Background: an optimization exercise with open tools, aiming at small area, a short achievable clock period and few clock cycles per item. Do not read the settings as production practice.
Function was checked by simulation only, so behaviour that the tests miss may differ from the original.
Power is estimated from default activity; no workload was simulated.

==> flow/design.v, too long to show whole: its modules and the start of the top module <==
// module gemm_top: 3147 lines
module gemm_top (
    input  logic           clk,
    input  logic           rst,
    input  logic           start,
    input  logic           p_wr_en,
    input  logic [1:0]     p_wr_addr,
    input  logic [31:0]    p_wr_data,
    input  logic           q_wr_en,
    input  logic [1:0]     q_wr_addr,
    input  logic [15:0]    q_wr_data,
    input  logic           r_wr_en,
    input  logic [1:0]     r_wr_addr,
    input  logic [127:0]   r_wr_data,
    input  logic           r_rd_en,
    input  logic [1:0]     r_rd_addr,
    output logic           busy,
    output logic           done,
    output logic [127:0]   c_out,
    output logic           c_valid
);
  // ...
==> flow/flow/run.sh <==
#!/bin/bash
set -euo pipefail
export BUFFER_PORTS_ARGS="-buffer_cell sky130_fd_sc_hd__buf_2"
bash standard.sh finish > flow_make.log 2>&1
==> flow/standard.sh <==
#!/bin/bash
# synth_recipe.tcl (not shown) runs the flow's synth.tcl, then flattens the netlist and writes it again
# the make line also repeats each setting of config.mk as NAME=value (left out here)
make -C /OpenROAD-flow-scripts/flow DESIGN_CONFIG=/design/flow/config.mk WORK_HOME=/design/flow/orfs CLKGATE_MAP_FILE= SYNTH_SCRIPT=/design/flow/synth_recipe.tcl "${@:-finish}"
==> flow/config.mk <==
export PLATFORM = sky130hd
export DESIGN_NAME = gemm_top
export DESIGN_NICKNAME = gemm_top
export VERILOG_FILES = /design/flow/design.v
export SDC_FILE = /design/flow/constraint.sdc
export NUM_CORES = 4
export LEC_CHECK = 0
export ABC_CLOCK_PERIOD_IN_PS = 3300
export CAP_MARGIN = 20
export CORE_MARGIN = 2
export CORE_UTILIZATION = 50
export SETUP_SLACK_MARGIN = 1.6
export SLEW_MARGIN = 20
==> flow/constraint.sdc <==
create_clock -name core_clock -period 5.0 [get_ports {clk}]
set_input_delay 1.0000 -clock core_clock [delete_from_list [all_inputs] [get_ports {clk}]]
set_output_delay 1.0000 -clock core_clock [all_outputs]
set_load 0.01 [all_outputs]
==> run_results.csv, run 1 <==
group,metric,value,unit
status,status,"complete, no violations",
finish,seq-cell-share,46.1,%
timing,layout_setup_ws,1.77,ns
clock_network,clk_pin_slew,0.06,ns
power_and_ir_drop,power,45.6,mW
critical_path,r2r-end,"u_q[3][13]",
critical_path,path_max_fanout,4,
finish,seqCellArea,30400,sq um
synth,synth_nets,5683,
detailed_routing,wl_per_cell,22.4,um
clock_network,root_buffer,"clkbuf_16",
finish,num-multi-input-gates,3247,
synth,yosysSeqAreaShare,51.8,%
synth,synth_top_area_share,42.4,%
power_and_ir_drop,power.density,692,nW/um^2
synth,syn_avg_cell_area,11.5,sq um
power_and_ir_drop,pwr-share-seq,32.2,%
power_and_ir_drop,p_switching,17.5,mW
critical_path,slowest_stage,"fa_1",
clock_network,htreeDepth,3,
detailed_routing,met2WireLength,71700,um
finish,largest_registers,"r_mem x512, p_mem x128, rd_q x128",
clock_network,hold_buffers,0,
die,core_area,116000,sq um
synth,synth_compound_area_share,8.92,%
power_and_ir_drop,p_comb,21.8,mW
finish,final_cells,6880,
detailed_routing,dr_wl_met3,10100,um
critical_path,endpoint_kind,"register",
power_and_ir_drop,clockPowerShare,20.0,%
finish,largest_register_ffs,512,
finish,clockBufferCount,153,
global_route,grt_pass1_vias,37783,
finish,clockNetworkAreaShare,6.28,%
finish,seq_cells,1102,
global_route,met3_usage,3.55,%
power_and_ir_drop,power_top_consumer,"combinational cells",
timing,setup_viol,0,
finish,drive_gt1_share,17.5,%
timing,final_hold_viol_count,0,
synth,yosysTopAreaCell,"edfxtp_1",
Testbench counts, summed over its fixed seeds: cycles 3,488, jobs 384.
==> run 2, diff against run 1 <==
==> flow/config.mk (replaced) <==
export PLATFORM = sky130hd
export DESIGN_NAME = gemm_top
export DESIGN_NICKNAME = gemm_top
export VERILOG_FILES = /design/flow/design.v
export SDC_FILE = /design/flow/constraint.sdc
export NUM_CORES = 4
export LEC_CHECK = 0
export ABC_CLOCK_PERIOD_IN_PS = 3000
export CAP_MARGIN = 20
export CORE_MARGIN = 2
export CORE_UTILIZATION = 50
export SETUP_SLACK_MARGIN = 1.9
export SLEW_MARGIN = 20
==> run_results.csv, run 2 <==
group,metric,value,unit
status,status,"complete, no violations",
finish,largest_register_ffs,512,
synth,ys_seq_elements,1102,
synth,synth_top_family_by_area,"adder cells",
synth,synth_area,58600,sq um
synth,synth_top_area_share,42.4,%
critical_path,path_max_fanout,28,
synth,synth_ff_type,"edfxtp_1",
clock_network,numCtsBuffers,114,
finish,finish.utilization,57.8,%
synth,async_reset_ff_share,0,%
place,dp_worst_setup_slack,0.812,ns
synth,synth_common_cells,"829 x nand2_1, 828 x edfxtp_1, 369 x inv_1, 290 x xnor2_1, 274 x dfxtp_1",
synth,synth_xor_area_share,6.77,%
critical_path,critPathArrivalTime,3.64,ns
timing,setup_viol,0,
synth,yosysWarnings,6,
finish,nets,5939,
place,place_congestion,0.885,
clock_network,hold_buffers,0,
synth,syn_avg_cell_area,11.5,sq um
detailed_routing,vias,39370,
global_route,grt_pass1_vias,38654,
power_and_ir_drop,p_leak,27.1,nW
detailed_routing,drc,0,
die,die_h,346,um
finish,largest_registers,"r_mem x512, p_mem x128, rd_q x128",
synth,yosys.area_share.adder,11.3,%
clock_network,cts.sinks,1102,
critical_path,endpoint_kind,"register",
finish,top_register,"r_mem",
clock_network,htreeDepth,3,
critical_path,crit_path_start_kind,"register",
synth,synth_cell_types,87,
place,dp_hpwl,105000,um
die,die_area,120000,sq um
timing,slew_viol_final,0,
timing,period_share,60.8,%
synth,synthSimpleGateAreaFrac,10.7,%
timing,min_period,3.04,ns
synth,synthTopCellsByArea,"edfxtp_1 42%, dfxtp_1 9.4%, fa_1 7.5%",
power_and_ir_drop,max-vdd-ir-drop,518,uV
die,core_area,116000,sq um
critical_path,cp_cell_sequence,"nand3b_1, buf_4, buf_16, nand4b_1, a32oi_2, nand3_2, or4b_1, nor4bb_2, mux2i_1, xor2_1",
synth,yosysMostFrequentCell,"nand2_1",
synth,synth_cells,5094,
place,portBuffers,321,
power_and_ir_drop,power.density,692,nW/um^2
clock_network,cts_buffer_depth,3,
global_route,grt_usage,25.5,%
run,max_cap_violations,0,
global_route,grt_pass1_wl,235000,um
clock_network,root_buffer,"clkbuf_16",
detailed_routing,drt-initial-drc-count,3233,
global_route,grt_max_degree,129,
critical_path,slowest_stage,"or4b_1",
synth,muxShareOfSynthArea,5.09,%
synth,synth_nets,5683,
synth,synth_compound_area_share,8.92,%
timing,fin_worst_skew,0.0218,ns
detailed_routing,post_drt_via_cell_ratio,5.64,
critical_path,critical-path-max-stage-delay,0.60,ns
timing,rsz0062_at_grt,"yes",
critical_path,required,5.60,ns
finish,layout_common_cells,"828 x edfxtp_1, 823 x nand2_1, 362 x inv_1",
die,start_util,50.4,%
global_route,grt_antenna_before_repair,5,
timing,fmax,0.329,GHz
timing,final_hold_viol_count,0,
finish,area_growth,14.5,%
min_path,hold_path.class,"register to register",
die,dieWidth,346,um
die,rows,125,
clock_network,clk_latency,0.71,ns
detailed_routing,routed_wl,157000,um
clock_network,clk_pin_slew,0.06,ns
global_route,grt_overflow_total,0,
finish,final_common_cell,"edfxtp_1",
timing,layout_setup_ws,1.96,ns
die,io_pins,322,
finish,drive_gt1_share,19.9,%
synth,yosysSeqAreaShare,51.8,%
detailed_routing,postRouteAntennaNets,0,
detailed_routing,first_pass_iters,5,
clock_network,cts_tree,"yes",
synth,yosysTopAreaCell,"edfxtp_1",
detailed_routing,wl_per_cell,22.5,um
timing,worst_pin_slew,0.911,ns
critical_path,timing.setup.critical_path_class,"register to register",
synth,synth_edf_count,828,
timing,slew_headroom,39.3,%
==> run 2: cell counts after synthesis <==
Identical to the previous run, type by type.
==> run 2: area by class of cell <==
| class | instances | area (sq um) |
|---|---|---|
| multi-input combinational | 3257 | 26100 |
| timing repair buffer | 503 | 3510 |
| antenna | 2 | 5.00 |
| inverter | 372 | 1410 |
| clock buffer | 140 | 3060 |
| sequential | 1102 | 30400 |
| clock inverter | 75 | 752 |
| fill | 9653 | 49100 |
| tap | 1524 | 1910 |
==> run 2: final timing paths <==
path	to	startpoint	cells past startpoint	slack [ns]
max	rd_q[27]	busy_q	10	1.96
min	busy_o	busy_o	1	0.47
max reg2reg	rd_q[27]	busy_q	10	1.96
min reg2reg	busy_o	busy_o	1	0.47
==> run 2: layer usage <==
layer / global-route usage (%) / wire (um) / up-vias
met1: 33.9 / 65700 / 19430
met2: 43.2 / 76300 / 1383
li1: - / - / 18280
met5: 0 / 13 / -
met4: 8.22 / 5160 / 2
met3: 3.45 / 9570 / 275
==> run 2: metrics by stage <==
stage | std cells | area [sq um] | hold WS [ns] | TNS (ns) | power, mW
after global routing | 6973 | 67100 | 0.523 | 0 | 50.2
final | 6975 | 67100 | 0.472 | 0 | 46.4
after global placement | 6643 | 61700 | 0.449 | 0 | 36.5
after detailed placement | 6643 | 61700 | 0.455 | 0 | 36.8
after CTS | 6905 | 66100 | 0.480 | 0 | 45.8
after floorplan | 5094 | 59300 | 0.437 | -130.52 | 30.2
==> run 2: cell families (layout without fill, tap and decap cells) <==
| family | count (synthesis) | in the layout |
|---|---|---|
| adders and majority gates | 398 | 398 |
| AOI/OAI and AO/OA | 738 | 738 |
| and+or+nand+nor | 1400 | 1413 |
| other | 0 | 2 |
| DFF | 1102 | 1102 |
| buffers and inverters | 748 | 1090 |
| muxes | 255 | 255 |
| xor gates and xnor gates | 453 | 453 |
==> run 2: critical path: cells and delay by family, from the launching register on <==
family,cells,cell delay [ns]
AOI/OAI and AO/OA,1,0.33
xor gates and xnor gates,1,0.18
buffers and inverters,2,0.47
DFF,1,0.42
muxes,1,0.15
and+or+nand+nor,5,1.37
==> run 2: power breakdown <==
group / switching, mW / internal (mW)
clock network: 3.63 / 4.98
logic: 13.0 / 10.5
registers: 1.32 / 12.9
==> run 2: timing repair <==
action	in CTS	in global routing
cloned	11	8
pin swaps	12	27
setup endpoints to repair	273	422
buffers inserted	36	60
resized for setup	31	56
==> run 3, diff against run 2 <==
--- a/flow/config.mk
+++ b/flow/config.mk
@@ -9,5 +9,7 @@
 export CAP_MARGIN = 20
 export CORE_MARGIN = 2
 export CORE_UTILIZATION = 50
+export CTS_CLUSTER_DIAMETER = 110
+export CTS_CLUSTER_SIZE = 22
 export SETUP_SLACK_MARGIN = 1.9
 export SLEW_MARGIN = 20
==> run_results.csv, run 3 <==
group,metric,value,unit
min_path,hold_end,"busy_o",
detailed_routing,drt-initial-drc-count,3314,
clock_network,clk_pin_slew,0.09,ns
synth,synthTopCellsByArea,"edfxtp_1 42%, dfxtp_1 9.4%, fa_1 7.5%",
timing,min_period,3.10,ns
critical_path,rrSetupSlack,1.94,ns
synth,synth_cell_types,87,
die,core_area,116000,sq um
die,die_area,120000,sq um
timing,layout_setup_ws,1.90,ns
clock_network,numCtsBuffers,57,
global_route,grt_usage,25.1,%
finish,nets,5872,
finish,top_register,"r_mem",
detailed_routing,postRouteAntennaNets,0,
global_route,grt_max_degree,129,
place,place_congestion,0.885,
finish,finish.utilization,55.8,%
timing,rsz0062_at_grt,"yes",
finish,final_cells,6855,
clock_network,hold_buffers,0,
synth,synth_cells,5094,
detailed_routing,first_pass_iters,6,
min_path,hold_path.class,"register to register",
detailed_routing,post_drt_via_cell_ratio,5.66,
finish,final_common_cell,"edfxtp_1",
clock_network,cts_tree,"yes",
die,die_h,346,um
power_and_ir_drop,p_sw_share,40.3,%
clock_network,cts.sinks,1102,
synth,synth_ff_type,"edfxtp_1",
synth,yosysMostFrequentCell,"nand2_1",
power_and_ir_drop,clockPowerShare,12.1,%
clock_network,cts_buffer_depth,3,
synth,synth_edf_count,828,
power_and_ir_drop,max-vdd-ir-drop,507,uV
timing,fmax,0.322,GHz
timing,period_share,62.1,%
critical_path,path_max_fanout,14,
finish,largest_register_ffs,512,
run,max_cap_violations,0,
min_path,min_path_cells,1,
power_and_ir_drop,p_leak,25.9,nW
critical_path,crit_path_start_kind,"primary input",
timing,worst_pin_slew,1.05,ns
synth,ys_seq_elements,1102,
critical_path,r2r-start,"busy_q",
detailed_routing,routed_wl,155000,um
timing,tns,0,ns
timing,slew_viol_final,0,
global_route,grt_antenna_before_repair,5,
synth,synth_common_cells,"829 x nand2_1, 828 x edfxtp_1, 369 x inv_1, 290 x xnor2_1, 274 x dfxtp_1",
timing,final_hold_viol_count,0,
critical_path,r2r-end,"rd_q[27]",
global_route,grt_pass1_vias,38035,
power_and_ir_drop,comb_power_share,54.6,%
synth,synth_top_area_share,42.4,%
synth,yosysTopAreaCell,"edfxtp_1",
finish,diodes,0,
die,start_util,50.4,%
synth,syn_avg_cell_area,11.5,sq um
global_route,grt_pass1_wl,232000,um
place,dp_hpwl,105000,um
critical_path,endpoint_kind,"register",
critical_path,critPathArrivalTime,3.54,ns
power_and_ir_drop,p_switching,17.3,mW
clock_network,root_buffer,"clkbuf_16",
place,dp_worst_setup_slack,0.812,ns
finish,drive_gt1_share,18.1,%
finish,largest_registers,"r_mem x512, p_mem x128, rd_q x128",
die,rows,125,
detailed_routing,wl_per_cell,22.6,um
critical_path,timing.setup.critical_path_class,"primary input to register",
die,dieWidth,346,um
clock_network,htreeDepth,2,
power_and_ir_drop,power.density,661,nW/um^2
timing,fin_worst_skew,0.0289,ns
finish,layout_common_cells,"828 x edfxtp_1, 823 x nand2_1, 362 x inv_1",
power_and_ir_drop,internal_power,25.6,mW
die,io_pins,322,
detailed_routing,drc,0,
timing,setup_viol,0,
synth,async_reset_ff_share,0,%
place,portBuffers,321,
synth,yosysSeqAreaShare,51.8,%
min_path,hold_start,"busy_o",
clock_network,clk_latency,0.69,ns
critical_path,crit_start,"p_wr_en",
synth,yosysWarnings,6,
critical_path,required,5.43,ns
critical_path,reg2regPathDepth,9,
timing,slew_headroom,29.8,%
power_and_ir_drop,pwr-share-seq,33.3,%
finish,area_growth,10.6,%
place,place_inst,6643,
synth,synth_area,58600,sq um
detailed_routing,vias,38809,
status,status,"complete, no violations",
synth,synth_nets,5683,
global_route,grt_overflow_total,0,
==> run 3: cell counts after synthesis <==
No cell type changed its count.
==> run 3: cell families (layout without fill, tap and decap cells) <==
kind of cell	count (synthesis)	in the layout	share of synthesized area, %
simple gates	1400	1412	10.7
mux	255	255	5.09
xor+xnor	453	453	6.77
fa+ha+maj	398	398	11.3
compound gates	738	739	8.92
flops	1102	1102	51.8
buf+inv	748	972	5.41
==> run 3: metal layers <==
| layer | share of wire, % | track usage [%] | vias up |
|---|---|---|---|
| met2 | 49 | 42.9 | 1293 |
| met1 | 42 | 33.6 | 19198 |
| li1 | - | - | 18063 |
| met3 | 5.8 | 3.21 | 251 |
| met4 | 2.9 | 6.93 | 4 |
| met5 | 0.016 | 0 | - |
==> run 3: power by group through the flow <==
stage | Sequential, mW | Combinational (mW) | Clock [mW]
floorplan | 13.6 | 16.6 | 0
global placement | 14.7 | 21.8 | 0
detailed placement | 14.7 | 22.1 | 0
CTS | 14.5 | 22.5 | 5.33
global route | 14.4 | 26.5 | 5.64
finish | 14.3 | 23.4 | 5.18
==> run 3: critical path: stages <==
cell and delay, ns:
buf_2 0.11, nor2b_4 0.30, a21oi_4 0.07, and3b_1 0.20, o41ai_4 0.30, buf_6 0.20, xor2_4 0.10, xnor2_4 0.38
nor2b_4 0.34, buf_12 0.20, mux2_4 0.31
==> run 3: final cells by class <==
| class | instances | area (sq um) |
|---|---|---|
| Tap cell | 1524 | 1910 |
| Clock buffer | 100 | 1610 |
| Multi-Input combinational cell | 3257 | 26100 |
| Sequential cell | 1102 | 30400 |
| Inverter | 372 | 1410 |
| Clock inverter | 7 | 68.8 |
| Fill cell | 9860 | 51400 |
| Timing Repair Buffer | 493 | 3370 |
==> run 3: worst max-delay path by stage <==
| stage | to | depth (start not counted) | slack, ns |
|---|---|---|---|
| 5_1_grt | rd_q[27] | 9 | 1.82 |
| 3_3_place_gp | q_mem[1][10] | 11 | 0.88 |
| 6_report | q_mem[1][0] | 11 | 1.90 |
| 3_5_place_dp | q_mem[1][10] | 11 | 0.81 |
| 2_1_floorplan | r_dlt[2][0] | 2 | -0.96 |
| 4_1_cts | rd_q[92] | 8 | 1.89 |
==> run 3: metrics by stage <==
step                instance area (sq um)  total power, mW  hold slack [ns]
floorplan                           59300             30.2            0.437
global placement                    61700             36.5            0.449
detailed placement                  61700             36.8            0.455
CTS                                 63900             42.3            0.470
global route                        64800             46.6            0.533
finish                              64800             42.8            0.470
==> run 3: what timing repair did <==
action / CTS / global route
gates cloned: 9 / 9
buffers inserted: 35 / 52
setup endpoints to repair: 277 / 384
pin swaps: 11 / 25
gates resized for setup: 30 / 54
==> run 4, diff against run 3 <==
==> flow/config.mk (replaced) <==
export PLATFORM = sky130hd
export DESIGN_NAME = gemm_top
export DESIGN_NICKNAME = gemm_top
export VERILOG_FILES = /design/flow/design.v
export SDC_FILE = /design/flow/constraint.sdc
export NUM_CORES = 4
export LEC_CHECK = 0
export ABC_CLOCK_PERIOD_IN_PS = 2600
export CAP_MARGIN = 20
export CORE_MARGIN = 2
export CORE_UTILIZATION = 50
export CTS_CLUSTER_DIAMETER = 110
export CTS_CLUSTER_SIZE = 22
export SETUP_SLACK_MARGIN = 2.3
export SLEW_MARGIN = 20
==> run_results.csv, run 4 <==
group,metric,value,unit
place,place_congestion,0.874,
clock_network,cts_buffer_depth,3,
critical_path,required,5.46,ns
global_route,grt_max_degree,82,
run,max_cap_violations,0,
synth,synth_edf_count,828,
clock_network,clk_latency,0.70,ns
power_and_ir_drop,pwr-share-seq,29.6,%
die,start_util,50.4,%
timing,min_period,2.96,ns
power_and_ir_drop,max-vdd-ir-drop,792,uV
power_and_ir_drop,p_switching,19.0,mW
timing,layout_setup_ws,2.04,ns
timing,final_hold_viol_count,0,
detailed_routing,routed_wl,171000,um
clock_network,cts_tree,"yes",
power_and_ir_drop,p_sw_share,40.4,%
detailed_routing,post_drt_via_cell_ratio,5.67,
synth,synth_ff_type,"edfxtp_1",
timing,period_share,59.1,%
power_and_ir_drop,power.density,661,nW/um^2
synth,muxShareOfSynthArea,5.09,%
synth,syn_avg_cell_area,11.5,sq um
power_and_ir_drop,power,47.0,mW
synth,synth_area,58600,sq um
synth,synth_common_cells,"829 x nand2_1, 828 x edfxtp_1, 369 x inv_1, 290 x xnor2_1, 274 x dfxtp_1",
synth,synth_cell_types,87,
critical_path,endpoint_kind,"register",
critical_path,cp_cell_sequence,"inv_2, fa_1, inv_2, ha_4, ha_4, and2_1, o21ai_2, o31ai_4, or4_4, a41o_1, a21oi_2, xnor2_1",
status,status,"complete, no violations",
die,core_area,116000,sq um
timing,rsz0062_at_grt,"yes",
detailed_routing,wl_per_cell,23.6,um
finish,final_common_cell,"edfxtp_1",
clock_network,hold_buffers,0,
timing,slew_headroom,38.7,%
clock_network,cts.sinks,1102,
die,die_area,120000,sq um
clock_network,htreeDepth,2,
synth,yosysTopAreaCell,"edfxtp_1",
detailed_routing,drc,0,
critical_path,critical-path-max-stage-delay,0.54,ns
min_path,hold_path.class,"register to register",
clock_network,clk_pin_slew,0.09,ns
timing,fin_worst_skew,0.0268,ns
power_and_ir_drop,p_leak,28.6,nW
place,dp_worst_setup_slack,0.783,ns
timing,setup_viol,0,
synth,synth_xor_area_share,6.77,%
finish,top_register,"r_mem",
power_and_ir_drop,comb_power_share,59.6,%
synth,yosys.area_share.adder,11.3,%
global_route,grt_antenna_before_repair,6,
clock_network,root_buffer,"clkbuf_16",
critical_path,rrSetupSlack,2.04,ns
synth,ys_seq_elements,1102,
synth,synth_compound_area_share,8.92,%
finish,largest_registers,"r_mem x512, p_mem x128, rd_q x128",
critical_path,critPathArrivalTime,3.41,ns
finish,layout_common_cells,"828 x edfxtp_1, 816 x nand2_1, 351 x buf_4",
timing,hold_ws,0.474,ns
finish,nets,6241,
die,dieWidth,346,um
die,rows,125,
global_route,grt_usage,26.8,%
clock_network,numCtsBuffers,56,
synth,synth_cells,5094,
synth,synthSimpleGateAreaFrac,10.7,%
synth,async_reset_ff_share,0,%
place,dp_hpwl,105000,um
detailed_routing,postRouteAntennaNets,0,
timing,slew_viol_final,0,
global_route,grt_pass1_wl,246000,um
finish,fill_cells,9194,
synth,synth_nets,5683,
synth,synthTopCellsByArea,"edfxtp_1 42%, dfxtp_1 9.4%, fa_1 7.5%",
finish,finish.utilization,61.1,%
critical_path,crit_path_start_kind,"register",
timing,fmax,0.338,GHz
detailed_routing,vias,40973,
power_and_ir_drop,internal_power,28.0,mW
detailed_routing,drt-initial-drc-count,3640,
synth,yosysSeqAreaShare,51.8,%
critical_path,timing.setup.critical_path_class,"register to register",
synth,yosysMostFrequentCell,"nand2_1",
die,io_pins,322,
global_route,grt_overflow_total,0,
synth,synth_top_area_share,42.4,%
finish,seqCellArea,30400,sq um
power_and_ir_drop,clockPowerShare,10.8,%
global_route,grt_pass1_vias,39928,
synth,yosysWarnings,6,
place,portBuffers,321,
critical_path,slowest_stage,"fa_1",
finish,area_growth,21.2,%
die,die_h,346,um
finish,multi_input_area,28000,sq um
synth,synth_top_family_by_area,"adder cells",
critical_path,path_max_fanout,2,
timing,worst_pin_slew,0.920,ns
finish,drive_gt1_share,27.6,%
finish,largest_register_ffs,512,
detailed_routing,first_pass_iters,8,
==> run 4: critical path, delay by kind of cell (launching register included) <==
family                     cells  cell delay, ns
buffers and inverters          2            0.08
xor gates and xnor gates       1            0.08
AOI/OAI and AO/OA              4            0.67
and+or+nand+nor                2            0.57
DFF                            1            0.33
adders and majority gates      3            0.99
==> run 4: routing by layer <==
metal | wire length [um] | track usage [%] | up-vias
met4 | 8200 | 11.1 | 2
met3 | 10300 | 2.85 | 378
met1 | 68800 | 34.7 | 20205
met2 | 83200 | 46.0 | 1552
li1 | - | - | 18836
met5 | 11 | 0 | -
==> run 4: cells by family (layout without fill, tap and decap cells) <==
family | after synthesis | after routing
AOI/OAI and AO/OA | 738 | 742
and+or+nand+nor | 1400 | 1412
DFF | 1102 | 1102
other | 0 | 1
xor gates and xnor gates | 453 | 453
muxes | 255 | 255
buffers and inverters | 748 | 1336
adders and majority gates | 398 | 398
==> run 4: through the flow <==
| stage | cells | setup TNS, ns | area (sq um) |
|---|---|---|---|
| floorplan | 5094 | -130.52 | 59100 |
| global placement | 6651 | 0 | 61600 |
| detailed placement | 6651 | 0 | 61600 |
| CTS | 7026 | 0 | 67900 |
| global route | 7222 | 0 | 71000 |
| finish | 7223 | 0 | 71000 |
==> run 4: final cells by class <==
class                   instances  share of cell area (%)
repair buffers                860                    10.9
clock buffers                  99                    2.20
clock inverters                 5                  0.0740
inverters                     372                    1.98
multi-input cells            3260                    39.4
flip-flops and latches       1102                    42.7
diodes                          1                 0.00352
well taps                    1524                    2.68
==> run 4: power by group through the flow <==
stage | Combinational [mW] | Clock [mW] | Sequential (mW)
after floorplan | 16.6 | 0 | 13.6
after global placement | 21.8 | 0 | 14.6
after detailed placement | 22.1 | 0 | 14.6
after CTS | 25.4 | 5.18 | 13.9
after global routing | 31.0 | 5.46 | 14.0
final | 28.0 | 5.08 | 13.9
==> run 4: repair_timing <==
action,in CTS,in global routing
gates cloned,32,19
endpoints found under the setup margin,1173,540
buffers inserted,239,177
pin swaps,96,161
gates resized for setup,331,291
==> run 4: path summary, 6_finish.rpt <==
check        startpoint         end  depth (start not counted)
min reg2reg      busy_o      busy_o                          1
max reg2reg  a1_q_3_7_2  u_q[3][13]                         12
min              busy_o      busy_o                          1
max          a1_q_3_7_2  u_q[3][13]                         12
==> run 5, diff against run 4 <==
==> flow/config.mk (replaced) <==
export PLATFORM = sky130hd
export DESIGN_NAME = gemm_top
export DESIGN_NICKNAME = gemm_top
export VERILOG_FILES = /design/flow/design.v
export SDC_FILE = /design/flow/constraint.sdc
export NUM_CORES = 4
export LEC_CHECK = 0
export ABC_CLOCK_PERIOD_IN_PS = 2800
export CAP_MARGIN = 20
export CORE_MARGIN = 2
export CORE_UTILIZATION = 50
export SETUP_SLACK_MARGIN = 2.2
export SLEW_MARGIN = 20
==> run_results.csv, run 5 <==
group,metric,value,unit
detailed_routing,vias,40553,
synth,ys_seq_elements,1102,
finish,nets,6127,
timing,slew_viol_final,0,
die,dieWidth,346,um
critical_path,required,5.63,ns
critical_path,critPathArrivalTime,3.57,ns
synth,syn_avg_cell_area,11.5,sq um
timing,rsz0062_at_grt,"yes",
synth,synth_top_area_share,42.4,%
finish,multi_input_area,27100,sq um
global_route,grt_pass1_vias,39619,
place,place_congestion,0.885,
finish,largest_register_ffs,512,
finish,area_growth,20.3,%
synth,synth_ff_type,"edfxtp_1",
detailed_routing,wl_per_cell,23.2,um
timing,fin_worst_skew,0.0288,ns
detailed_routing,post_drt_via_cell_ratio,5.66,
timing,layout_setup_ws,2.05,ns
global_route,grt_max_degree,104,
global_route,grt_usage,26.4,%
die,start_util,50.4,%
timing,worst_pin_slew,0.762,ns
min_path,hold_start,"busy_o",
detailed_routing,drt-initial-drc-count,3432,
global_route,grt_pass1_wl,243000,um
finish,largest_registers,"r_mem x512, p_mem x128, rd_q x128",
finish,final_common_cell,"edfxtp_1",
finish,layout_common_cells,"828 x edfxtp_1, 818 x nand2_1, 355 x inv_1",
detailed_routing,first_pass_iters,6,
power_and_ir_drop,p_leak,28.5,nW
synth,synth_cells,5094,
critical_path,reg2regPathDepth,12,
critical_path,timing.setup.critical_path_class,"register to register",
global_route,grt_antenna_before_repair,4,
synth,synth_common_cells,"829 x nand2_1, 828 x edfxtp_1, 369 x inv_1, 290 x xnor2_1, 274 x dfxtp_1",
die,die_h,346,um
place,portBuffers,321,
run,max_cap_violations,0,
synth,synth_edf_count,828,
timing,min_period,2.95,ns
timing,setup_viol,0,
global_route,grt_overflow_total,0,
timing,hold_ws,0.465,ns
detailed_routing,routed_wl,166000,um
die,rows,125,
critical_path,crit_path_start_kind,"register",
timing,tns,0,ns
clock_network,htreeDepth,3,
clock_network,cts_tree,"yes",
critical_path,r2r-start,"busy_q",
power_and_ir_drop,power.density,694,nW/um^2
timing,period_share,58.9,%
clock_network,root_buffer,"clkbuf_16",
place,dp_worst_setup_slack,0.867,ns
synth,async_reset_ff_share,0,%
critical_path,endpoint_kind,"register",
finish,fill_cells,9278,
place,dp_hpwl,105000,um
critical_path,rrSetupSlack,2.05,ns
status,status,"complete, no violations",
synth,yosysTopAreaCell,"edfxtp_1",
timing,fmax,0.339,GHz
timing,slew_headroom,49.2,%
synth,yosysSeqAreaShare,51.8,%
detailed_routing,drc,0,
min_path,hold_path.class,"register to register",
clock_network,cts.sinks,1102,
clock_network,clk_latency,0.71,ns
die,die_area,120000,sq um
finish,top_register,"r_mem",
clock_network,clk_pin_slew,0.06,ns
power_and_ir_drop,max-vdd-ir-drop,618,uV
clock_network,numCtsBuffers,117,
finish,seqCellArea,30400,sq um
synth,synthTopCellsByArea,"edfxtp_1 42%, dfxtp_1 9.4%, fa_1 7.5%",
die,core_area,116000,sq um
critical_path,r2r-end,"rd_q[127]",
critical_path,crit_start,"busy_q",
timing,final_hold_viol_count,0,
synth,yosysWarnings,6,
die,io_pins,322,
synth,synth_area,58600,sq um
detailed_routing,postRouteAntennaNets,0,
clock_network,cts_buffer_depth,3,
critical_path,path_max_fanout,6,
synth,synth_cell_types,87,
critical_path,crit_end,"rd_q[127]",
synth,synth_nets,5683,
min_path,min_path_cells,1,
clock_network,hold_buffers,0,
finish,drive_gt1_share,25.1,%
synth,yosysMostFrequentCell,"nand2_1",
## run 5: timing repair
item | CTS | global route
setup endpoints to repair | 796 | 556
resized for setup | 162 | 182
pin swaps | 53 | 84
setup buffers | 169 | 88
cloned | 23 | 15
## run 5: worst min-delay path by stage
stage	to	slack [ns]
floorplan	a1_ok	0.44
global placement	busy_o	0.45
detailed placement	busy_o	0.47
CTS	busy_o	0.48
global route	busy_o	0.51
finish	busy_o	0.46
## run 5: kinds of logic (layout without fill, tap and decap cells)
logic type	after synthesis	count (layout)	synth area share (%)
and+or+nand+nor	1400	1413	10.7
DFF	1102	1102	51.8
xor gates and xnor gates	453	453	6.77
AOI/OAI and AO/OA	738	742	8.92
buffers and inverters	748	1280	5.41
muxes	255	255	5.09
other	0	3	0
adders and majority gates	398	398	11.3
## run 5: power by group
part | internal [mW] | total, mW | leakage (nW) | switching, mW
sequential | 12.9 | 14.0 | 10.1 | 1.06
combinational | 11.8 | 26.0 | 16.4 | 14.2
clock | 5.18 | 8.88 | 1.96 | 3.71
## run 5: layer usage
layer	track usage, %	vias up	part of all wire (%)
met2	45.3	1500	49
met4	9.89	0	4.0
met5	0	-	0
met3	3.63	336	6.2
met1	34.2	20052	41
li1	-	18665	-
## run 5: metrics by stage
step / util, % / instance area [sq um] / std cells / power (mW)
floorplan: - / 59300 / 5094 / 30.2
detailed placement: 53.1 / 61800 / 6648 / 36.9
CTS: 59.1 / 68600 / 7064 / 47.7
finish: 60.7 / 70500 / 7170 / 48.9
global route: 60.7 / 70500 / 7167 / 52.5
global placement: 53.1 / 61800 / 6648 / 36.6
## run 5: critical path, cell delays in order, from the launching register on
cell and delay, ns:
dfxtp_4 0.36, buf_6 0.13, nand3b_1 0.23, buf_6 0.19, nand2_8 0.13, buf_12 0.13
buf_4 0.10, mux2i_1 0.22, mux2_4 0.22, nand4_1 0.20, or4_1 0.61, o32ai_4 0.15
xor2_1 0.19
## run 5: area by class of cell
class | count | area share (%)
Antenna cell | 3 | 0.0106
Tap cell | 1524 | 2.70
Clock buffer | 158 | 4.73
Clock inverter | 66 | 0.962
Inverter | 372 | 2.00
Multi-Input combinational cell | 3261 | 38.4
Timing Repair Buffer | 684 | 8.10
Sequential cell | 1102 | 43.1
==> run 6, diff against run 5 <==
--- a/flow/config.mk
+++ b/flow/config.mk
@@ -9,5 +9,7 @@
 export CAP_MARGIN = 20
 export CORE_MARGIN = 2
 export CORE_UTILIZATION = 50
-export SETUP_SLACK_MARGIN = 2.2
+export CTS_CLUSTER_DIAMETER = 125
+export CTS_CLUSTER_SIZE = 26
+export SETUP_SLACK_MARGIN = 2.1
 export SLEW_MARGIN = 20
==> run_results.csv, run 6 <==
group,metric,value,unit
status,status,"complete, no violations",
synth,synth_common_cells,"829 x nand2_1, 828 x edfxtp_1, 369 x inv_1, 290 x xnor2_1, 274 x dfxtp_1",
clock_network,cts.sinks,1102,
global_route,grt_pass1_wl,235000,um
timing,setup_viol,0,
synth,syn_avg_cell_area,11.5,sq um
global_route,grt_max_degree,137,
finish,final_cells,6943,
timing,rsz0062_at_grt,"yes",
timing,final_hold_viol_count,0,
timing,tns,0,ns
die,rows,125,
clock_network,numCtsBuffers,49,
power_and_ir_drop,p_switching,17.7,mW
critical_path,reg2regPathDepth,11,
critical_path,crit_path_start_kind,"primary input",
min_path,min_path_cells,1,
global_route,grt_antenna_before_repair,2,
synth,synth_cell_types,87,
die,io_pins,322,
power_and_ir_drop,internal_power,26.2,mW
finish,area_growth,13.4,%
place,dp_hpwl,103000,um
synth,yosysSeqAreaShare,51.8,%
finish,largest_registers,"r_mem x512, p_mem x128, rd_q x128",
timing,fin_worst_skew,0.0355,ns
detailed_routing,first_pass_iters,5,
clock_network,clk_latency,0.70,ns
synth,synth_cells,5094,
clock_network,hold_buffers,0,
die,die_area,120000,sq um
synth,synth_top_area_share,42.4,%
min_path,hold_path.class,"register to register",
critical_path,endpoint_kind,"register",
synth,synth_ff_type,"edfxtp_1",
synth,async_reset_ff_share,0,%
finish,largest_register_ffs,512,
synth,synth_area,58600,sq um
detailed_routing,routed_wl,159000,um
die,dieWidth,346,um
critical_path,critPathArrivalTime,3.55,ns
die,start_util,50.4,%
timing,period_share,59.6,%
critical_path,rrSetupSlack,2.05,ns
synth,yosysWarnings,6,
clock_network,clk_pin_slew,0.10,ns
die,die_h,346,um
power_and_ir_drop,p_leak,26.6,nW
detailed_routing,drc,0,
timing,slew_headroom,30.2,%
critical_path,slowest_stage,"or4b_4",
clock_network,root_buffer,"clkbuf_16",
finish,nets,5966,
min_path,hold_start,"busy_o",
place,place_inst,6644,
detailed_routing,wl_per_cell,22.9,um
finish,layout_common_cells,"828 x edfxtp_1, 819 x nand2_1, 358 x inv_1",
power_and_ir_drop,p_sw_share,40.4,%
run,max_cap_violations,0,
synth,synth_nets,5683,
power_and_ir_drop,comb_power_share,57.1,%
min_path,hold_end,"busy_o",
power_and_ir_drop,power.density,661,nW/um^2
detailed_routing,post_drt_via_cell_ratio,5.64,
clock_network,cts_tree,"yes",
finish,drive_gt1_share,20.8,%
detailed_routing,postRouteAntennaNets,0,
synth,ys_seq_elements,1102,
power_and_ir_drop,power,43.9,mW
detailed_routing,drt-initial-drc-count,3313,
global_route,grt_usage,25.5,%
place,portBuffers,321,
place,place_congestion,0.868,
global_route,grt_overflow_total,0,
critical_path,cp_cell_sequence,"buf_2, nand3b_1, buf_6, buf_12, clkbuf_16, and3_4, a211oi_2, a31oi_2, or4b_4, nor4bb_4, mux2i_1, xor2_1",
clock_network,htreeDepth,2,
critical_path,required,5.57,ns
timing,worst_pin_slew,1.04,ns
clock_network,cts_buffer_depth,3,
power_and_ir_drop,clockPowerShare,11.1,%
detailed_routing,vias,39183,
synth,synth_edf_count,828,
finish,finish.utilization,57.2,%
timing,fmax,0.335,GHz
critical_path,r2r-start,"busy_q",
critical_path,critical-path-max-stage-delay,0.59,ns
die,core_area,116000,sq um
global_route,grt_pass1_vias,38534,
finish,final_common_cell,"edfxtp_1",
timing,min_period,2.98,ns
synth,yosysMostFrequentCell,"nand2_1",
critical_path,r2r-end,"rd_q[27]",
synth,synthTopCellsByArea,"edfxtp_1 42%, dfxtp_1 9.4%, fa_1 7.5%",
synth,yosysTopAreaCell,"edfxtp_1",
power_and_ir_drop,pwr-share-seq,31.8,%
finish,top_register,"r_mem",
critical_path,path_max_fanout,14,
critical_path,timing.setup.critical_path_class,"primary input to register",
timing,slew_viol_final,0,
power_and_ir_drop,max-vdd-ir-drop,561,uV
run 6: cell counts after synthesis:
No cell type changed its count.
run 6: stage by stage:
step / area (sq um) / hold slack, ns / setup WS (ns)
CTS: 65200 / 0.512 / 1.99
detailed placement: 61700 / 0.468 / 0.744
finish: 66500 / 0.519 / 2.02
global route: 66400 / 0.539 / 1.97
floorplan: 59300 / 0.437 / -0.960
global placement: 61700 / 0.467 / 0.814
run 6: repair_timing:
item	CTS	global route
gates cloned	17	12
resized for setup	115	109
setup endpoints to repair	997	897
buffers inserted	118	59
pin swaps	34	48
run 6: area by class of cell:
cell class / instances / area, sq um
clock inverters: 5 / 61.3
flip-flops and latches: 1102 / 30400
well taps: 1524 / 1910
fillers: 9749 / 49700
repair buffers: 593 / 4700
multi-input cells: 3259 / 26600
diodes: 3 / 7.51
clock buffers: 85 / 1400
inverters: 372 / 1410
run 6: worst max-delay path: cells and delay by family:
kind,cells,cell delay [ns]
xor+xnor,1,0.17
buf+inv,4,0.67
mux,1,0.15
simple gates,4,1.22
compound gates,2,0.33
run 6: cells by family (layout without fill, tap and decap cells):
family / Yosys count / count (layout) / synth area share, %
other cells: 0 / 3 / 0
buf+inv: 748 / 1055 / 5.41
mux: 255 / 255 / 5.09
compound gates: 738 / 739 / 8.92
fa+ha+maj: 398 / 398 / 11.3
flops: 1102 / 1102 / 51.8
simple gates: 1400 / 1414 / 10.7
xor+xnor: 453 / 453 / 6.77
run 6: per-layer routing:
| metal | track usage [%] | share of wire, % |
|---|---|---|
| met1 | 33.4 | 41 |
| met2 | 43.7 | 49 |
| met3 | 3.00 | 5.8 |
| met4 | 8.72 | 3.5 |
| met5 | 0 | 0 |
run 6: how the worst max path moves through the flow:
| stage | end | slack [ns] | start | cells past startpoint |
|---|---|---|---|---|
| floorplan | r_dlt[2][0] | -0.96 | r_wr_en | 2 |
| finish | rd_q[27] | 2.02 | r_rd_en | 12 |
| detailed placement | rd_q[94] | 0.74 | r_rd_en | 10 |
| CTS | rd_q[27] | 1.99 | busy_q | 11 |
| global route | rd_q[57] | 1.97 | busy_q | 12 |
| global placement | rd_q[94] | 0.81 | r_rd_en | 10 |
run 6: power by group through the flow:
| stage | combinational [mW] | sequential, mW | clock (mW) |
|---|---|---|---|
| floorplan | 16.6 | 13.6 | 0 |
| global placement | 21.7 | 14.7 | 0 |
| detailed placement | 22.0 | 14.7 | 0 |
| CTS | 24.1 | 14.0 | 4.97 |
| global route | 28.2 | 14.1 | 5.26 |
| finish | 25.1 | 14.0 | 4.86 |
==> run 7, diff against run 6 <==
--- a/flow/config.mk
+++ b/flow/config.mk
@@ -9,7 +9,7 @@
 export CAP_MARGIN = 20
 export CORE_MARGIN = 2
 export CORE_UTILIZATION = 50
-export CTS_CLUSTER_DIAMETER = 125
-export CTS_CLUSTER_SIZE = 26
+export CTS_CLUSTER_DIAMETER = 110
+export CTS_CLUSTER_SIZE = 22
 export SETUP_SLACK_MARGIN = 2.1
 export SLEW_MARGIN = 20
==> run_results.csv, run 7 <==
group,metric,value,unit
status,status,"complete, no violations",
detailed_routing,drc,0,
timing,slew_viol_final,0,
detailed_routing,first_pass_iters,6,
finish,final_area,66400,sq um
clock_network,numCtsBuffers,57,
timing,hold_ws,0.501,ns
place,dp_hpwl,103000,um
synth,synth_top_area_share,42.4,%
finish,largest_register_ffs,512,
synth,synth_ff_type,"edfxtp_1",
die,io_pins,322,
critical_path,path_common_cell,"buf_6",
timing,min_period,2.98,ns
clock_network,cts_tree,"yes",
critical_path,path_max_fanout,7,
place,place_inst,6644,
finish,final_cells,6947,
synth,synth_cells,5094,
synth,yosysSeqAreaShare,51.8,%
critical_path,crit_path_start_kind,"primary input",
synth,ys_seq_elements,1102,
detailed_routing,routed_wl,158000,um
place,place_congestion,0.868,
detailed_routing,postRouteAntennaNets,0,
critical_path,critical-path-max-stage-delay,0.30,ns
die,core_area,116000,sq um
finish,top_register,"r_mem",
critical_path,required,5.45,ns
clock_network,root_buffer,"clkbuf_16",
detailed_routing,post_drt_via_cell_ratio,5.65,
timing,fmax,0.336,GHz
timing,period_share,59.6,%
synth,synth_area,58600,sq um
synth,yosysMostFrequentCell,"nand2_1",
critical_path,critPathArrivalTime,3.42,ns
die,die_area,120000,sq um
clock_network,clk_pin_slew,0.09,ns
synth,yosysWarnings,6,
timing,worst_pin_slew,1.04,ns
die,start_util,50.4,%
die,rows,125,
finish,layout_common_cells,"828 x edfxtp_1, 819 x nand2_1, 358 x inv_1",
synth,async_reset_ff_share,0,%
finish,area_growth,13.3,%
global_route,grt_pass1_vias,38490,
timing,final_hold_viol_count,0,
synth,synthTopCellsByArea,"edfxtp_1 42%, dfxtp_1 9.4%, fa_1 7.5%",
finish,largest_registers,"r_mem x512, p_mem x128, rd_q x128",
critical_path,timing.setup.critical_path_class,"primary input to register",
finish,finish.utilization,57.1,%
critical_path,cp_cell_sequence,"buf_8, nor2b_4, buf_12, a21oi_4, and3b_2, o41ai_4, buf_6, xor2_4, xnor2_4, buf_6, nand3b_1, buf_6, buf_16, mux2_4",
clock_network,cts_buffer_depth,3,
critical_path,endpoint_kind,"register",
synth,syn_avg_cell_area,11.5,sq um
critical_path,cp_top_family,"buffers and inverters",
timing,rsz0062_at_grt,"yes",
die,dieWidth,346,um
timing,setup_viol,0,
global_route,grt_pass1_wl,236000,um
global_route,grt_antenna_before_repair,6,
finish,nets,5961,
detailed_routing,drt-initial-drc-count,3233,
power_and_ir_drop,power,44.2,mW
synth,synth_nets,5683,
global_route,grt_usage,25.5,%
power_and_ir_drop,max-vdd-ir-drop,647,uV
synth,synth_cell_types,87,
synth,synth_edf_count,828,
clock_network,clk_latency,0.70,ns
synth,synth_common_cells,"829 x nand2_1, 828 x edfxtp_1, 369 x inv_1, 290 x xnor2_1, 274 x dfxtp_1",
critical_path,slowest_stage,"o41ai_4",
die,die_h,346,um
finish,drive_gt1_share,20.6,%
clock_network,htreeDepth,2,
timing,fin_worst_skew,0.0299,ns
clock_network,cts.sinks,1102,
min_path,hold_path.class,"register to register",
finish,final_common_cell,"edfxtp_1",
run,max_cap_violations,0,
critical_path,crit_buf_inv,6,
place,placed_area,61700,sq um
power_and_ir_drop,power.density,665,nW/um^2
place,portBuffers,321,
synth,yosysTopAreaCell,"edfxtp_1",
detailed_routing,wl_per_cell,22.8,um
power_and_ir_drop,p_leak,26.6,nW
detailed_routing,vias,39261,
global_route,grt_overflow_total,0,
global_route,grt_max_degree,137,
timing,slew_headroom,30.3,%
run 7: cell counts after synthesis:
Identical to the previous run, type by type.
run 7: path summary, 6_finish.rpt:
| path | start | slack (ns) | endpoint | cells after the start |
|---|---|---|---|---|
| setup / recovery | p_wr_en | 2.02 | q_mem[0][10] | 14 |
| hold / removal | busy_o | 0.50 | busy_o | 1 |
| setup reg to reg | busy_q | 2.04 | rd_q[94] | 11 |
| hold reg to reg | busy_o | 0.50 | busy_o | 1 |
run 7: power breakdown:
group | internal, mW | switching [mW]
clock | 2.21 | 2.96
combinational | 11.3 | 13.8
sequential | 12.9 | 1.06
total | 26.4 | 17.8
run 7: layer usage:
| layer | part of all wire [%] | track usage, % | up-vias |
|---|---|---|---|
| li1 | - | - | 18253 |
| met2 | 49 | 43.9 | 1249 |
| met3 | 5.4 | 2.94 | 278 |
| met1 | 42 | 33.7 | 19477 |
| met5 | 0.016 | 0 | - |
| met4 | 3.6 | 8.50 | 4 |
run 7: worst reg2reg max path, cell delays in order, from the launching register on:
cell	delay (ns)
dfxtp_4	0.39
buf_4	0.18
and2_4	0.21
clkbuf_2	0.18
buf_4	0.16
or4_1	0.46
o311ai_1	0.11
o211a_1	0.24
nand4_1	0.28
nor2_2	0.24
o22ai_1	0.11
a311o_1	0.28
run 7: per-stage QoR:
step / worst slack, ns / setup TNS, ns
3_3_place_gp: 0.814 / 0
4_1_cts: 2.04 / 0
2_1_floorplan: -0.960 / -130.52
6_report: 2.02 / 0
3_5_place_dp: 0.744 / 0
5_1_grt: 1.96 / 0
run 7: cell type report:
type                    instances  area (sq um)
multi-input cells            3258         26600
repair buffers                581          4450
fillers                      9784         49800
clock inverters                 7          88.8
clock buffers                 100          1600
diodes                          3          7.51
well taps                    1524          1910
flip-flops and latches       1102         30400
inverters                     372          1410
run 7: repair_timing:
action	4_1_cts	5_1_grt
setup buffers	114	56
hold buffers	0	0
gates cloned	17	6
setup endpoints to repair	1035	663
pin swaps	36	43
gates resized for setup	101	101
run 7: kinds of logic (layout without fill, tap and decap cells):
| kind of cell | Yosys count | after routing | synth area share, % |
|---|---|---|---|
| buffers and inverters | 748 | 1060 | 5.41 |
| DFF | 1102 | 1102 | 51.8 |
| AOI/OAI and AO/OA | 738 | 739 | 8.92 |
| and+or+nand+nor | 1400 | 1413 | 10.7 |
| muxes | 255 | 255 | 5.09 |
| adders and majority gates | 398 | 398 | 11.3 |
| other | 0 | 3 | 0 |
| xor gates and xnor gates | 453 | 453 | 6.77 |

re-timing with driven ports:
In the flow no input, the clock included, has a driving cell. The finished layouts below were timed again as built, in two steps.
Step 1 sets driving cells, clkbuf_16 on the clock port and buf_2 on the other inputs (assumed; they add their load-dependent delay and slew).
Step 2 also shifts input and output timing later by t, the mid clock arrival at the registers, as if the neighbouring blocks saw the same clock.
Three values: ideal, step 1, step 2; two values: the first two.
run	shift t [ns]	setup WS [ns]	worst slew at a driven data input, ns	cell pins on the clock port's net
run 1	0.781	1.772 / 1.772 / 1.123	0.11	1
run 2	0.776	1.961 / 1.961 / 1.264	0.11	1
run 3	0.753	1.897 / 1.935 / 1.193	0.11	1
run 4	0.761	2.045 / 2.045 / 1.346	0.14	1
run 5	0.771	2.054 / 2.054 / 1.407	0.12	1
run 6	0.750	2.018 / 2.046 / 1.315	0.12	1
run 7	0.760	2.021 / 2.036 / 1.279	0.11	1
After both steps every run listed still meets setup and hold. The setup slack of run 7, which loses most, moves by +0.015 ns with the drivers and by -0.742 ns with both steps.
